Source: an optimization exercise on an open RTL-to-GDS flow (aim: a short achievable clock period and few clock cycles per item). Production flows keep margins and buffers that such runs may drop. In this exercise RTL edits were held to simulation tests only and were not proved equivalent to the original.

[flow/design.v]
package muldiv_pkg;
    typedef enum logic [3:0] {
        OP_MUL    = 4'd0,
        OP_MULH   = 4'd1,
        OP_MULHSU = 4'd2,
        OP_MULHU  = 4'd3,
        OP_DIV    = 4'd4,
        OP_DIVU   = 4'd5,
        OP_REM    = 4'd6,
        OP_REMU   = 4'd7,
        OP_MULW   = 4'd8,
        OP_DIVW   = 4'd9,
        OP_DIVUW  = 4'd10,
        OP_REMW   = 4'd11,
        OP_REMUW  = 4'd12
    } op_e;
    localparam int STEPS   = 2;
    localparam int NSTAGES = 32;
    function automatic logic is_word(input logic [3:0] op);
        is_word = (op >= 4'd8) && (op <= 4'd12);
    endfunction
    function automatic logic is_illegal(input logic [3:0] op);
        is_illegal = op > 4'd12;
    endfunction
    function automatic logic is_div(input logic [3:0] op);
        is_div = ((op >= 4'd4) && (op <= 4'd7)) || ((op >= 4'd9) && (op <= 4'd12));
    endfunction
    function automatic logic is_rem(input logic [3:0] op);
        is_rem = (op == 4'd6) || (op == 4'd7) || (op == 4'd11) || (op == 4'd12);
    endfunction
    function automatic logic is_mulh(input logic [3:0] op);
        is_mulh = (op >= 4'd1) && (op <= 4'd3);
    endfunction
    function automatic logic is_signed_a(input logic [3:0] op);
        is_signed_a = (op == 4'd1) || (op == 4'd2) || (op == 4'd4) || (op == 4'd6)
            || (op == 4'd9) || (op == 4'd11);
    endfunction
    function automatic logic is_signed_b(input logic [3:0] op);
        is_signed_b = (op == 4'd1) || (op == 4'd4) || (op == 4'd6)
            || (op == 4'd9) || (op == 4'd11);
    endfunction
endpackage
module muldiv_prep
#(
    parameter int XLEN     = 64,
    parameter bit WORD_OPS = 1
) (
    input  logic [3:0]      op,
    input  logic [XLEN-1:0] rs1,
    input  logic [XLEN-1:0] rs2,
    output logic [XLEN-1:0] opnd_x,    
    output logic [XLEN-1:0] opnd_l,    
    output logic            div,
    output logic            hi,        
    output logic            word,
    output logic            neg,
    output logic            zero       
);
    logic            a_neg;
    logic            b_neg;
    logic            div0;
    logic [XLEN-1:0] a_ext;
    logic [XLEN-1:0] b_ext;
    logic [XLEN-1:0] mag_a;
    logic [XLEN-1:0] mag_b;
    always_comb begin
        word = muldiv_pkg::is_word(op);
        zero = muldiv_pkg::is_illegal(op) || (word && !WORD_OPS);
        div  = muldiv_pkg::is_div(op);
        hi   = muldiv_pkg::is_rem(op) || muldiv_pkg::is_mulh(op);
        a_ext = rs1;
        b_ext = rs2;
        if (word) begin
            if (muldiv_pkg::is_signed_a(op)) a_ext = XLEN'($signed(rs1[31:0]));
            else                             a_ext = XLEN'(rs1[31:0]);
            if (muldiv_pkg::is_signed_b(op)) b_ext = XLEN'($signed(rs2[31:0]));
            else                             b_ext = XLEN'(rs2[31:0]);
        end
        a_neg = muldiv_pkg::is_signed_a(op) && a_ext[XLEN-1];
        b_neg = muldiv_pkg::is_signed_b(op) && b_ext[XLEN-1];
        mag_a = a_neg ? -a_ext : a_ext;
        mag_b = b_neg ? -b_ext : b_ext;
        div0  = (b_ext == '0);
        if (muldiv_pkg::is_rem(op))  neg = a_neg;
        else if (div && div0)        neg = 1'b0;
        else                         neg = a_neg ^ b_neg;
        if (div) begin
            opnd_x = mag_b;
            opnd_l = mag_a;
        end else begin
            opnd_x = mag_a;
            opnd_l = mag_b;
        end
    end
endmodule
module muldiv_lzc
#(
    parameter int XLEN = 64
) (
    input  logic            clk,
    input  logic            kill,
    input  logic            v,
    input  logic [4:0]      flags,     
    input  logic [XLEN-1:0] x,
    input  logic [XLEN-1:0] l,
    output logic            v_q,
    output logic [4:0]      flags_q,
    output logic [5:0]      sh_q,
    output logic [XLEN-1:0] x_q,
    output logic [XLEN-1:0] l_q
);
    logic [5:0]  sh;
    logic [31:0] t5;
    logic [15:0] t4;
    logic [7:0]  t3;
    logic [3:0]  t2;
    logic [1:0]  t1;
    always_comb begin
        sh[5] = (x[63:32] == '0);
        t5    = sh[5] ? x[31:0] : x[63:32];
        sh[4] = (t5[31:16] == '0);
        t4    = sh[4] ? t5[15:0] : t5[31:16];
        sh[3] = (t4[15:8] == '0);
        t3    = sh[3] ? t4[7:0] : t4[15:8];
        sh[2] = (t3[7:4] == '0);
        t2    = sh[2] ? t3[3:0] : t3[7:4];
        sh[1] = (t2[3:2] == '0);
        t1    = sh[1] ? t2[1:0] : t2[3:2];
        sh[0] = !t1[1];
        if (!flags[0] || (x == '0)) sh = 6'd0;
    end
    always_ff @(posedge clk) begin
        v_q     <= v && !kill;
        flags_q <= flags;
        sh_q    <= sh;
        x_q     <= x;
        l_q     <= l;
    end
endmodule
module muldiv_norm
#(
    parameter int XLEN = 64
) (
    input  logic              clk,
    input  logic              kill,
    input  logic              v,
    input  logic [4:0]        flags,
    input  logic [5:0]        sh,
    input  logic [XLEN-1:0]   x,
    input  logic [XLEN-1:0]   l,
    output logic              v_q,
    output logic [4:0]        flags_q,
    output logic [5:0]        sh_q,
    output logic [XLEN-1:0]   x_q,
    output logic [2*XLEN-1:0] l_q
);
    always_ff @(posedge clk) begin
        v_q     <= v && !kill;
        flags_q <= flags;
        sh_q    <= sh;
        x_q     <= x << sh;
        l_q     <= {{XLEN{1'b0}}, l} << sh;
    end
endmodule
module muldiv_stage
#(
    parameter int XLEN  = 64,
    parameter int STEPS = 2
) (
    input  logic            clk,
    input  logic            kill,
    input  logic            v,
    input  logic [4:0]      flags,     
    input  logic [5:0]      sh,
    input  logic [XLEN-1:0] d,
    input  logic [XLEN+2:0] ws,
    input  logic [XLEN+2:0] wc,
    input  logic [XLEN-1:0] lo,
    input  logic [XLEN-1:0] qn,
    output logic            v_q,
    output logic [4:0]      flags_q,
    output logic [5:0]      sh_q,
    output logic [XLEN-1:0] d_q,
    output logic [XLEN+2:0] ws_q,
    output logic [XLEN+2:0] wc_q,
    output logic [XLEN-1:0] lo_q,
    output logic [XLEN-1:0] qn_q
);
    localparam int W = XLEN + 3;
    function automatic logic [1:0] digit(input logic [3:0] a, input logic [3:0] b);
        logic [3:0] e;
        e     = a + b;
        digit = {e[3] && (e != 4'b1111), !e[3]};    
    endfunction
    function automatic logic [W-1:0] maj(input logic [W-1:0] a, input logic [W-1:0] b,
                                         input logic [W-1:0] c);
        maj = (a & b) | (a & c) | (b & c);
    endfunction
    logic [W-1:0] d_w;
    logic [W-1:0] ys1, yc1, m1, s1, c1;
    logic [W-1:0] ys2, yc2, m2, s2, c2;
    logic [1:0]   q1, q2;
    logic [1:0]   q2c [3];                   
    logic [W-1:0] m1c [3];
    logic [W-1:0] t_s, t_c;
    always_comb begin
        d_w = {3'b0, d};
        m1c[0] = ~d_w;
        m1c[1] = '0;
        m1c[2] = d_w;
        ys1 = {ws[W-2:0], lo[XLEN-1]};
        yc1 = {wc[W-2:0], 1'b0};
        q1  = digit(ys1[W-1:W-4], yc1[W-1:W-4]);
        for (int j = 0; j < 3; j++) begin
            t_s    = ys1 ^ yc1 ^ m1c[j];
            t_c    = maj(ys1, yc1, m1c[j]);
            q2c[j] = digit(t_s[W-2:W-5], t_c[W-3:W-6]);
        end
        if (q1[0])      m1 = m1c[0];
        else if (q1[1]) m1 = m1c[2];
        else            m1 = m1c[1];
        s1  = ys1 ^ yc1 ^ m1;
        t_c = maj(ys1, yc1, m1);
        c1  = {t_c[W-2:0], q1[0]};
        if (q1[0])      q2 = q2c[0];
        else if (q1[1]) q2 = q2c[2];
        else            q2 = q2c[1];
        ys2 = {s1[W-2:0], lo[XLEN-2]};
        yc2 = {c1[W-2:0], 1'b0};
        if (q2[0])      m2 = ~d_w;
        else if (q2[1]) m2 = d_w;
        else            m2 = '0;
        s2  = ys2 ^ yc2 ^ m2;
        t_c = maj(ys2, yc2, m2);
        c2  = {t_c[W-2:0], q2[0]};
    end
    always_ff @(posedge clk) begin
        v_q     <= v && !kill;
        flags_q <= flags;
        sh_q    <= sh;
        d_q     <= d;
        ws_q    <= s2;
        wc_q    <= c2;
        lo_q    <= {lo[XLEN-3:0], q1[0], q2[0]};
        qn_q    <= {qn[XLEN-3:0], q1[1], q2[1]};
    end
endmodule
module muldiv_post1
#(
    parameter int XLEN = 64
) (
    input  logic            clk,
    input  logic            kill,
    input  logic            v,
    input  logic [4:0]      flags,
    input  logic [5:0]      sh,
    input  logic [XLEN-1:0] d,
    input  logic [XLEN+2:0] ws,
    input  logic [XLEN+2:0] wc,
    input  logic [XLEN-1:0] lo,
    input  logic [XLEN-1:0] qn,
    output logic            v_q,
    output logic [4:0]      flags_q,
    output logic [5:0]      sh_q,
    output logic [XLEN+2:0] w_q,       
    output logic [XLEN-1:0] wd_q,      
    output logic [XLEN-1:0] qa_q,      
    output logic [XLEN-1:0] qb_q,      
    output logic            d0_q       
);
    always_ff @(posedge clk) begin
        v_q     <= v && !kill;
        flags_q <= flags;
        sh_q    <= sh;
        w_q     <= ws + wc;
        wd_q    <= ws[XLEN-1:0] + wc[XLEN-1:0] + d;
        qa_q    <= lo - qn;
        qb_q    <= lo + ~qn;
        d0_q    <= (d == '0);
    end
endmodule
module muldiv_post2
#(
    parameter int XLEN = 64
) (
    input  logic            clk,
    input  logic            kill,
    input  logic            v,
    input  logic [4:0]      flags,
    input  logic [5:0]      sh,
    input  logic [XLEN+2:0] w,
    input  logic [XLEN-1:0] wd,
    input  logic [XLEN-1:0] qa,
    input  logic [XLEN-1:0] qb,
    input  logic            d0,
    output logic            v_q,
    output logic [4:0]      flags_q,
    output logic [XLEN-1:0] val_q
);
    logic [XLEN-1:0] r;
    logic [XLEN-1:0] q;
    always_comb begin
        r = (w[XLEN+2] ? wd : w[XLEN-1:0]) >> sh;
        if (d0)             q = '1;
        else if (w[XLEN+2]) q = qb;
        else                q = qa;
    end
    always_ff @(posedge clk) begin
        v_q     <= v && !kill;
        flags_q <= flags;
        val_q   <= flags[1] ? r : q;
    end
endmodule
module muldiv_csa
#(
    parameter int WID = 128,
    parameter int N   = 3,
    parameter int M   = (N / 3) * 2 + N % 3
) (
    input  logic [N*WID-1:0] rows,
    output logic [M*WID-1:0] out
);
    genvar g;
    generate
        for (g = 0; g < N / 3; g = g + 1) begin : g_fa
            logic [WID-1:0] a, b, c, cy;
            assign a  = rows[(3*g)*WID +: WID];
            assign b  = rows[(3*g+1)*WID +: WID];
            assign c  = rows[(3*g+2)*WID +: WID];
            assign cy = (a & b) | (a & c) | (b & c);
            assign out[(2*g)*WID +: WID]   = a ^ b ^ c;
            assign out[(2*g+1)*WID +: WID] = {cy[WID-2:0], 1'b0};
        end
        if (N % 3 != 0) begin : g_rest
            assign out[(N/3)*2*WID +: (N%3)*WID] = rows[(N/3)*3*WID +: (N%3)*WID];
        end
    endgenerate
endmodule
module muldiv_mul1
#(
    parameter int XLEN = 64
) (
    input  logic              clk,
    input  logic [4:0]        flags,
    input  logic [XLEN-1:0]   x,
    input  logic [XLEN-1:0]   l,
    output logic [4:0]        flags_q,
    output logic [10*2*XLEN-1:0] rows_q
);
    localparam int WID = 2 * XLEN;
    logic [XLEN*WID-1:0] pp;
    logic [43*WID-1:0]   r1;
    logic [29*WID-1:0]   r2;
    logic [20*WID-1:0]   r3;
    logic [14*WID-1:0]   r4;
    logic [10*WID-1:0]   r5;
    always_comb begin
        for (int i = 0; i < XLEN; i++) begin
            pp[i*WID +: WID] = l[i] ? ({{XLEN{1'b0}}, x} << i) : '0;
        end
    end
    muldiv_csa #(.WID(WID), .N(64)) u_l1 (.rows(pp), .out(r1));
    muldiv_csa #(.WID(WID), .N(43)) u_l2 (.rows(r1), .out(r2));
    muldiv_csa #(.WID(WID), .N(29)) u_l3 (.rows(r2), .out(r3));
    muldiv_csa #(.WID(WID), .N(20)) u_l4 (.rows(r3), .out(r4));
    muldiv_csa #(.WID(WID), .N(14)) u_l5 (.rows(r4), .out(r5));
    always_ff @(posedge clk) begin
        flags_q <= flags;
        rows_q  <= r5;
    end
endmodule
module muldiv_mul2
#(
    parameter int XLEN = 64
) (
    input  logic                 clk,
    input  logic [4:0]           flags,
    input  logic [10*2*XLEN-1:0] rows,
    output logic [4:0]           flags_q,
    output logic [2*XLEN-1:0]    s_q,
    output logic [2*XLEN-1:0]    c_q
);
    localparam int WID = 2 * XLEN;
    logic [7*WID-1:0] r6;
    logic [5*WID-1:0] r7;
    logic [4*WID-1:0] r8;
    logic [3*WID-1:0] r9;
    logic [2*WID-1:0] r10;
    muldiv_csa #(.WID(WID), .N(10)) u_l6  (.rows(rows), .out(r6));
    muldiv_csa #(.WID(WID), .N(7))  u_l7  (.rows(r6), .out(r7));
    muldiv_csa #(.WID(WID), .N(5))  u_l8  (.rows(r7), .out(r8));
    muldiv_csa #(.WID(WID), .N(4))  u_l9  (.rows(r8), .out(r9));
    muldiv_csa #(.WID(WID), .N(3))  u_l10 (.rows(r9), .out(r10));
    always_ff @(posedge clk) begin
        flags_q <= flags;
        s_q     <= r10[0 +: WID];
        c_q     <= r10[WID +: WID];
    end
endmodule
module muldiv_mul3
#(
    parameter int XLEN = 64
) (
    input  logic              clk,
    input  logic [4:0]        flags,
    input  logic [2*XLEN-1:0] s,
    input  logic [2*XLEN-1:0] c,
    output logic [4:0]        flags_q,
    output logic [XLEN-1:0]   lo_q,
    output logic              cy_q,
    output logic [XLEN-1:0]   hs_q,
    output logic [XLEN-1:0]   hc_q
);
    always_ff @(posedge clk) begin
        flags_q      <= flags;
        {cy_q, lo_q} <= {1'b0, s[XLEN-1:0]} + {1'b0, c[XLEN-1:0]};
        hs_q         <= s[2*XLEN-1:XLEN];
        hc_q         <= c[2*XLEN-1:XLEN];
    end
endmodule
module muldiv_mul3b
#(
    parameter int XLEN = 64
) (
    input  logic              clk,
    input  logic [4:0]        flags,
    input  logic [XLEN-1:0]   lo,
    input  logic              cy,
    input  logic [XLEN-1:0]   hs,
    input  logic [XLEN-1:0]   hc,
    output logic [4:0]        flags_q,
    output logic [2*XLEN-1:0] p_q
);
    always_ff @(posedge clk) begin
        flags_q <= flags;
        p_q     <= {hs + hc + XLEN'(cy), lo};
    end
endmodule
module muldiv_mul4
#(
    parameter int XLEN = 64
) (
    input  logic              clk,
    input  logic [4:0]        flags,
    input  logic [2*XLEN-1:0] p,
    output logic [4:0]        flags_q,
    output logic [2*XLEN-1:0] p_q,
    output logic [2*XLEN-1:0] bn_q,      
    output logic [2*XLEN/8-1:0] bz_q     
);
    always_ff @(posedge clk) begin
        flags_q <= flags;
        p_q     <= p;
        for (int i = 0; i < 2 * XLEN / 8; i++) begin
            bn_q[8*i +: 8] <= 8'd0 - p[8*i +: 8];
            bz_q[i]        <= (p[8*i +: 8] == 8'd0);
        end
    end
endmodule
module muldiv_mul5
#(
    parameter int XLEN = 64
) (
    input  logic                clk,
    input  logic [4:0]          flags,   
    input  logic [2*XLEN-1:0]   p,
    input  logic [2*XLEN-1:0]   bn,
    input  logic [2*XLEN/8-1:0] bz,
    output logic [XLEN-1:0]     res_q
);
    localparam int NB = 2 * XLEN / 8;
    logic [2*XLEN-1:0] np;
    logic [NB-1:0]     below;    
    logic [XLEN-1:0]   val, res;
    always_comb begin
        below[0] = 1'b1;
        for (int i = 1; i < NB; i++) below[i] = below[i-1] && bz[i-1];
        for (int i = 0; i < NB; i++) np[8*i +: 8] = below[i] ? bn[8*i +: 8] : ~p[8*i +: 8];
        if (flags[3]) val = flags[1] ? np[2*XLEN-1:XLEN] : np[XLEN-1:0];
        else          val = flags[1] ? p[2*XLEN-1:XLEN] : p[XLEN-1:0];
        if (flags[4])      res = '0;
        else if (flags[2]) res = XLEN'($signed(val[31:0]));
        else               res = val;
    end
    always_ff @(posedge clk) begin
        res_q <= res;
    end
endmodule
module muldiv_iter
#(
    parameter int XLEN     = 64,
    parameter bit WORD_OPS = 1
) (
    input  logic            clk,
    input  logic            rst,
    input  logic            flush,
    input  logic            in_valid,
    output logic            in_ready,
    input  logic [3:0]      op,
    input  logic [XLEN-1:0] rs1,
    input  logic [XLEN-1:0] rs2,
    output logic            out_valid,
    input  logic            out_ready,
    output logic [XLEN-1:0] result,
    output logic            busy
);
    localparam int NST   = muldiv_pkg::NSTAGES;
    localparam int DEPTH = NST + 8;
    localparam int QN    = DEPTH;             
    localparam int QW    = $clog2(QN);
    localparam int CNTW  = $clog2(DEPTH + 1);
    logic kill;
    logic acc;
    logic hand;
    assign kill = rst || flush;
    assign acc  = in_valid && in_ready && !kill;
    assign hand = out_valid && out_ready && !kill;
    logic            v0;
    logic [3:0]      op0;
    logic [XLEN-1:0] a0;
    logic [XLEN-1:0] b0;
    always_ff @(posedge clk) begin
        v0  <= acc;
        op0 <= op;
        a0  <= rs1;
        b0  <= rs2;
    end
    logic [XLEN-1:0] p_x;
    logic [XLEN-1:0] p_l;
    logic            p_div, p_hi, p_word, p_neg, p_zero;
    muldiv_prep #(.XLEN(XLEN), .WORD_OPS(WORD_OPS)) u_prep (
        .op    (op0),
        .rs1   (a0),
        .rs2   (b0),
        .opnd_x(p_x),
        .opnd_l(p_l),
        .div   (p_div),
        .hi    (p_hi),
        .word  (p_word),
        .neg   (p_neg),
        .zero  (p_zero)
    );
    logic            v1;
    logic [4:0]      f1;
    logic [XLEN-1:0] x1;
    logic [XLEN-1:0] l1;
    always_ff @(posedge clk) begin
        v1 <= v0 && !kill;
        f1 <= {p_zero, p_neg, p_word, p_hi, p_div};
        x1 <= p_x;
        l1 <= p_l;
    end
    logic            sv  [NST+1];
    logic [4:0]      sf  [NST+1];
    logic [5:0]      ssh [NST+1];
    logic [XLEN-1:0] sd  [NST+1];
    logic [XLEN+2:0] sws [NST+1];
    logic [XLEN+2:0] swc [NST+1];
    logic [XLEN-1:0] slo [NST+1];
    logic [XLEN-1:0] sqn [NST+1];
    logic              n1v;
    logic [4:0]        n1f;
    logic [5:0]        n1sh;
    logic [XLEN-1:0]   n1x;
    logic [XLEN-1:0]   n1l;
    logic [2*XLEN-1:0] n2l;
    muldiv_lzc #(.XLEN(XLEN)) u_lzc (
        .clk    (clk),
        .kill   (kill),
        .v      (v1),
        .flags  (f1),
        .x      (x1),
        .l      (l1),
        .v_q    (n1v),
        .flags_q(n1f),
        .sh_q   (n1sh),
        .x_q    (n1x),
        .l_q    (n1l)
    );
    muldiv_norm #(.XLEN(XLEN)) u_norm (
        .clk    (clk),
        .kill   (kill),
        .v      (n1v),
        .flags  (n1f),
        .sh     (n1sh),
        .x      (n1x),
        .l      (n1l),
        .v_q    (sv[0]),
        .flags_q(sf[0]),
        .sh_q   (ssh[0]),
        .x_q    (sd[0]),
        .l_q    (n2l)
    );
    assign sws[0] = {3'b0, n2l[2*XLEN-1:XLEN]};
    assign slo[0] = n2l[XLEN-1:0];
    assign swc[0] = '0;
    assign sqn[0] = '0;
    genvar gi;
    generate
        for (gi = 0; gi < NST; gi = gi + 1) begin : g_stage
            muldiv_stage #(.XLEN(XLEN), .STEPS(muldiv_pkg::STEPS)) u_stage (
                .clk    (clk),
                .kill   (kill),
                .v      (sv[gi]),
                .flags  (sf[gi]),
                .sh     (ssh[gi]),
                .d      (sd[gi]),
                .ws     (sws[gi]),
                .wc     (swc[gi]),
                .lo     (slo[gi]),
                .qn     (sqn[gi]),
                .v_q    (sv[gi+1]),
                .flags_q(sf[gi+1]),
                .sh_q   (ssh[gi+1]),
                .d_q    (sd[gi+1]),
                .ws_q   (sws[gi+1]),
                .wc_q   (swc[gi+1]),
                .lo_q   (slo[gi+1]),
                .qn_q   (sqn[gi+1])
            );
        end
    endgenerate
    logic            f1v;
    logic [4:0]      f1f;
    logic [5:0]      f1sh;
    logic [XLEN+2:0] f1w;
    logic [XLEN-1:0] f1wd;
    logic [XLEN-1:0] f1qa;
    logic [XLEN-1:0] f1qb;
    logic            f1d0;
    muldiv_post1 #(.XLEN(XLEN)) u_post1 (
        .clk    (clk),
        .kill   (kill),
        .v      (sv[NST]),
        .flags  (sf[NST]),
        .sh     (ssh[NST]),
        .d      (sd[NST]),
        .ws     (sws[NST]),
        .wc     (swc[NST]),
        .lo     (slo[NST]),
        .qn     (sqn[NST]),
        .v_q    (f1v),
        .flags_q(f1f),
        .sh_q   (f1sh),
        .w_q    (f1w),
        .wd_q   (f1wd),
        .qa_q   (f1qa),
        .qb_q   (f1qb),
        .d0_q   (f1d0)
    );
    logic            pv;
    logic [4:0]      f2f;
    logic [XLEN-1:0] e_val;
    muldiv_post2 #(.XLEN(XLEN)) u_post2 (
        .clk    (clk),
        .kill   (kill),
        .v      (f1v),
        .flags  (f1f),
        .sh     (f1sh),
        .w      (f1w),
        .wd     (f1wd),
        .qa     (f1qa),
        .qb     (f1qb),
        .d0     (f1d0),
        .v_q    (pv),
        .flags_q(f2f),
        .val_q  (e_val)
    );
    localparam int MDLY = NST - 2;    
    logic [4:0]           m1f, m2f, m3f, m4f, m5f;
    logic [2*XLEN-1:0]    m5p;
    logic [2*XLEN-1:0]    m5bn;
    logic [2*XLEN/8-1:0]  m5bz;
    logic [10*2*XLEN-1:0] m1rows;
    logic [2*XLEN-1:0]    m2s, m2c;
    logic [XLEN-1:0]      m3lo, m3hs, m3hc;
    logic                 m3cy;
    logic [2*XLEN-1:0]    m4p;
    logic [XLEN-1:0]      mres [MDLY+1];
    muldiv_mul1 #(.XLEN(XLEN)) u_mul1 (
        .clk    (clk),
        .flags  (f1),
        .x      (x1),
        .l      (l1),
        .flags_q(m1f),
        .rows_q (m1rows)
    );
    muldiv_mul2 #(.XLEN(XLEN)) u_mul2 (
        .clk    (clk),
        .flags  (m1f),
        .rows   (m1rows),
        .flags_q(m2f),
        .s_q    (m2s),
        .c_q    (m2c)
    );
    muldiv_mul3 #(.XLEN(XLEN)) u_mul3 (
        .clk    (clk),
        .flags  (m2f),
        .s      (m2s),
        .c      (m2c),
        .flags_q(m3f),
        .lo_q   (m3lo),
        .cy_q   (m3cy),
        .hs_q   (m3hs),
        .hc_q   (m3hc)
    );
    muldiv_mul3b #(.XLEN(XLEN)) u_mul3b (
        .clk    (clk),
        .flags  (m3f),
        .lo     (m3lo),
        .cy     (m3cy),
        .hs     (m3hs),
        .hc     (m3hc),
        .flags_q(m4f),
        .p_q    (m4p)
    );
    muldiv_mul4 #(.XLEN(XLEN)) u_mul4 (
        .clk    (clk),
        .flags  (m4f),
        .p      (m4p),
        .flags_q(m5f),
        .p_q    (m5p),
        .bn_q   (m5bn),
        .bz_q   (m5bz)
    );
    muldiv_mul5 #(.XLEN(XLEN)) u_mul5 (
        .clk    (clk),
        .flags  (m5f),
        .p      (m5p),
        .bn     (m5bn),
        .bz     (m5bz),
        .res_q  (mres[0])
    );
    genvar gm;
    generate
        for (gm = 0; gm < MDLY; gm = gm + 1) begin : g_mdly
            always_ff @(posedge clk) mres[gm+1] <= mres[gm];
        end
    endgenerate
    logic            e_div, e_word, e_neg, e_zero;
    logic [XLEN-1:0] e_n;
    logic [XLEN-1:0] e_res;
    always_comb begin
        {e_zero, e_neg, e_word} = f2f[4:2];
        e_div = f2f[0];
        e_n   = e_neg ? (~e_val + XLEN'(1)) : e_val;
        if (!e_div)      e_res = mres[MDLY];
        else if (e_word) e_res = XLEN'($signed(e_n[31:0]));
        else             e_res = e_n;
    end
    logic [XLEN-1:0] q_mem [QN];
    logic [QW-1:0]   wptr;
    logic [QW-1:0]   rptr;
    logic [QW-1:0]   rptr1;               
    logic [QW:0]     qcnt;
    logic [QW:0]     qleft;               
    logic [CNTW-1:0] cnt;
    logic [CNTW-1:0] cnt_n;
    assign qleft = qcnt - (QW+1)'(hand);
    always_ff @(posedge clk) begin
        if (pv) q_mem[wptr] <= e_res;
    end
    always_ff @(posedge clk) begin
        if (kill) begin
            wptr      <= '0;
            rptr      <= '0;
            rptr1     <= QW'(1);
            qcnt      <= '0;
            out_valid <= 1'b0;
        end else begin
            if (pv) wptr <= (wptr == QW'(QN - 1)) ? '0 : wptr + QW'(1);
            if (hand) begin
                rptr  <= rptr1;
                rptr1 <= (rptr1 == QW'(QN - 1)) ? '0 : rptr1 + QW'(1);
            end
            qcnt      <= qleft + (QW+1)'(pv);
            out_valid <= (qleft != '0) || pv;
        end
    end
    always_ff @(posedge clk) begin
        if (qleft == '0) result <= e_res;
        else if (hand)   result <= q_mem[rptr1];
        else             result <= q_mem[rptr];
    end
    always_comb begin
        if (kill) cnt_n = '0;
        else      cnt_n = cnt + CNTW'(acc) - CNTW'(hand);
    end
    always_ff @(posedge clk) begin
        cnt      <= cnt_n;
        in_ready <= (cnt_n < CNTW'(DEPTH));
        busy     <= (cnt_n != '0);
    end
endmodule
[flow/constraint.sdc]
create_clock -name core_clock -period 10.0 [get_ports {clk}]
set_input_delay 2.0000 -clock core_clock [delete_from_list [all_inputs] [get_ports {clk}]]
set_output_delay 2.0000 -clock core_clock [all_outputs]
set_load 0.01 [all_outputs]
[flow/run.sh]
#!/bin/bash
# synth_recipe.tcl (not shown) runs the flow's synth.tcl, then flattens the netlist and writes it again
# the make line also repeats each setting of config.mk as NAME=value (left out here)
make -C /OpenROAD-flow-scripts/flow DESIGN_CONFIG=/design/flow/config.mk WORK_HOME=/design/flow/orfs CLKGATE_MAP_FILE= SYNTH_SCRIPT=/design/flow/synth_recipe.tcl finish
[flow/config.mk]
export PLATFORM = sky130hd
export DESIGN_NAME = muldiv_iter
export DESIGN_NICKNAME = muldiv_iter
export VERILOG_FILES = /design/flow/design.v
export SDC_FILE = /design/flow/constraint.sdc
export NUM_CORES = 4
export LEC_CHECK = 0
export ABC_CLOCK_PERIOD_IN_PS = 3000
export CAP_MARGIN = 20
export CORE_MARGIN = 2
export CORE_UTILIZATION = 40
export CTS_CLUSTER_DIAMETER = 70
export CTS_CLUSTER_SIZE = 25
export SETUP_SLACK_MARGIN = 5
export SLEW_MARGIN = 20
export TNS_END_PERCENT = 20
==> summary.md <==
| Metric | Value |
|---|---|
| Status | timing/DRC/antenna clean |
| First-pass GRT wire length | 2620 mm |
| Initial Util | 0.401 |
| Worst hold path class | flop to flop |
| Clock insertion delay at the later pin of the skew report | 1.36 ns |
| Worst Path Max Fanout | 3 |
| Worst hold path endpoint | g_stage[5].u_stage.lo_q[62]$_DFF_P_ |
| Min-Delay Path Depth | 0 |
| IO Pins | 204 |
| Worst-path clk slew | ~0.09 ns |
| Synth warn | 30 |
| Clk sinks | 16816 |
| Critical Path RT | 11.16 ns |
| Worst r2r src | g_stage[31].u_stage.wc_q[0]$_DFF_P_ |
| Top cell type by total area after synthesis | dfxtp_1 |
| Synth top area share | 0.400 |
| Hold buffer count at cts | 0 |
| Post-route minimum period | between 5 and 6 ns |
| Via count | 394876 |
| CTS tree | yes |
| Num CTS Buffers | 899 |
| Nets | around 64000 |
| RSZ-0062 raised after global routing | yes |
| Die height | ~1.3 mm |
| Critical path class | flop to flop |
| Post-route clock skew | 0.175 ns |
| Proportion of layout cells with a drive suffix above 1 | 0.0773 |
| Total Routing Usage GR | 0.190 |
| Placer Congestion | 0.896 |
| Cells after Synth | 55370 |
| Terminus of the critical flop-to-flop path | u_post1.wd_q[63]$_DFF_P_ |
| Final hold vios | 0 |
| Bufs on Longest Clock Path | 5 |
| Synth cell types | 106 |
| H-tree levels | 6 |
| Num rows | between 400 and 500 |
| Most frequent cells in the layout | dfxtp_1, fa_1, nand2_1 |
| Asr flop ratio synth | 0 |
| Die W | 1.34 mm |
| CP startpoint kind | flop |
| Reg2reg path depth | 17 |
| Setup violators final | 0 |
| Detailed Routing Iterations Pass 1 | 8 |
| GRT overflow | 0 |
| Fmax achieved | 196 MHz |
| Syn Nets | 65096 |
| Port bufs | 203 |
| Hold_ws | approximately 0.18 ns |
| Number of remaining DRC errors | 0 |
| Syn_area_per_cell | 12.9 sq um |
| Vias per cell | 5.02 |
| Slew Limit Headroom | 0.140 |
| DR WL/cell | 22.0 microns |
| Slew @ Worst Pin | 1.29 ns |
| Area grow syn2layout | 8.21% |
| Post-synth EDFFs | 2560 |
| Root buffer cell | clkbuf_16 |
| Initial antenna violation count | 128 |
| Remaining antenna violation count | 0 |
| Fillers | 161791 |
| Die ar. | 1790000 sq um |
| 1st-iter DRT viols | 33788 |
| Post-synthesis sequential area ratio | 0.508 |
| Synthesized flop and latch total | 16816 |
| Top FF cell, synth | dfxtp_1 |
| R2R Setup Slk | 4.90 ns |
| Top post-synthesis cells by area | dfxtp_1, fa_1, edfxtp_1 |
| Period utilisation layout | 0.510 |
| Routed wire length | 1730 mm |
| Commonest non-fill, non-tap cell in the layout | dfxtp_1 |
| CP Data Arrival Time | 6.25 ns |
| Post-DP HPWL | 1240 mm |
| CP endpoint kind | flop |
| Core Region | 1780000 sq um |
| Area of the mapped netlist | 713000 sq um |
| Vias in the first global route | 410528 |
| Max-slew violations | 0 |
| Total negative setup slack | 0 ns |
| Largest net degree at the start of global routing | 130 |
| Hold path startpoint | g_stage[4].u_stage.lo_q[60]$_DFF_P_ |
| Max-Cap Viols | 0 |
layer usage:
metal	wire [microns]	vias up	GRT usage	share of wire
met5	412	-	0	0.00024
met4	53100	52	0.0537	0.031
met3	127000	2429	0.0339	0.073
met2	822000	12345	0.318	0.48
met1	726000	202812	0.255	0.42
li1	-	177238	-	-
cell type report:
type	instances	area, sq um	share of cell area
antenna	237	593	0.000768
clock buffer	999	23400	0.0303
clock inverter	385	5770	0.00747
inverter	4614	17300	0.0225
multi-input combinational	31258	326000	0.422
sequential	16816	363000	0.470
tap	23616	29500	0.0383
timing repair buffer	793	7080	0.00917
through the flow:
step | std cells | setup slack (ns) | utilization | cell area (sq um)
floorplan | 55370 | 4.01 | - | 713000
global placement | 77082 | 4.25 | 0.417 | 742000
detailed placement | 77083 | 4.25 | 0.417 | 742000
CTS | 78474 | 4.83 | 0.433 | 771000
global route | 78637 | 4.77 | 0.434 | 772000
finish | 78718 | 4.90 | 0.434 | 772000
critical path, cell delays in order, from the launching register on:
cell	delay, ns
dfxtp_1	0.48
buf_4	0.29
inv_1	0.11
fa_1	0.42
inv_1	0.07
ha_1	0.19
inv_1	0.07
fa_1	0.46
nor2b_1	0.17
o211ai_1	0.14
nand4b_1	0.17
and4_1	0.34
a211o_1	0.45
a21o_1	0.34
a211o_1	0.24
nor4b_1	0.66
o31ai_1	0.18
xnor2_1	0.16
synthesized netlist by cell type (all sizes together), types with 19 or more instances:
master,n
o31ai,68
nand4,94
o21ai,3837
nor4b,36
nand2b,120
a22oi,33
nand3b,22
mux2,59
or3,47
o211ai,41
edfxtp,2560
a41oi,19
o22a,24
fa,8206
a211oi,322
clkbuf,2355
and2,1800
dfxtp,14256
a21oi,1967
nor3b,30
nor2,1887
and3,61
inv,4611
xnor2,618
ha,1383
nor2b,257
nor4,82
o22ai,81
nand3,129
xor2,364
or2,26
a31oi,110
or4,35
mux2i,464
o21bai,100
buf,330
a21o,243
mux4,1741
o21a,57
nand4b,19
nand2,6525
o41ai,25
nor3,139
worst max path at each step:
stage	slack [ns]	endpoint	start	cells after the start
6_report	4.90	u_post1.wd_q[63]$_DFF_P_	g_stage[31].u_stage.wc_q[0]$_DFF_P_	17
4_1_cts	4.83	result[25]	result[25]$_DFF_P_	1
5_1_grt	4.77	g_stage[5].u_stage.ws_q[32]$_DFF_P_	g_stage[4].u_stage.wc_q[63]$_DFF_P_	14
2_1_floorplan	4.01	q_mem[8][0]$_DFFE_PP_	u_post2.v_q$_DFF_P_	5
3_5_place_dp	4.25	g_stage[14].u_stage.ws_q[26]$_DFF_P_	g_stage[13].u_stage.wc_q[63]$_DFF_P_	14
3_3_place_gp	4.25	g_stage[14].u_stage.ws_q[42]$_DFF_P_	g_stage[13].u_stage.wc_q[63]$_DFF_P_	14
registers in the layout (all words and copies together), names as in the netlist, 131 cells and up, named ones only:
name / cells
q_mem: 2560
g_stage.u_stage.wc_q: 2113
g_stage.u_stage.ws_q: 2113
g_stage.u_stage.d_q: 2048
g_stage.u_stage.lo_q: 1984
mres: 1920
g_stage.u_stage.qn_q: 1024
u_mul1.rows_q: 757
g_stage.u_stage.sh_q: 192
g_stage.u_stage.flags_q: 131
what timing repair did:
| item | 4_1_cts | 5_1_grt |
|---|---|---|
| buffers inserted | 6 | 2 |
| resized for setup | 21 | 49 |
| endpoints found under the setup margin | 1345 | 2215 |
| cloned | 1 | 2 |
| pin swaps | 3 | 3 |
logic make-up after synthesis:
logic type	after synthesis	synth area share
flip-flops	16816	0.508
AND/OR/NAND/NOR	11336	0.0701
adder cells (fa/ha/maj)	9589	0.255
buffers and inverters	7299	0.0385
AO/OA/AOI/OAI	7084	0.0545
multiplexers	2264	0.0624
XOR/XNOR	982	0.0121
Testbench counts, summed over its fixed seeds: cycles 2,712, items 2,400.

==> port drivers added, routing unchanged <==
No port has a modelled driver above. Below, the same layout with a new extraction and two added sets of constraints.
Step 1 sets driving cells, clkbuf_16 on the clock port and buf_2 on the other inputs (assumed; they add their load-dependent delay and slew).
Step 2, shift: input delay + t, output delay - t, t = (earliest + latest rising clock arrival at the registers) / 2. This alone moves slack from input paths to output paths.
a / b / c = no drivers / after step 1 / after step 2; a / b = the first two.
shift t [ns]: 1.437
setup slack, ns: 4.905 / 4.737 / 4.416
worst hold slack (ns): 0.182 / 0.182 / 0.182
worst data-port slew with drivers (ns): 0.07
cell pins on the clock port's net: 1
After both steps setup and hold are still met in this run. For this run, drivers alone change the setup slack by -0.168 ns; drivers and shift together by -0.489 ns.
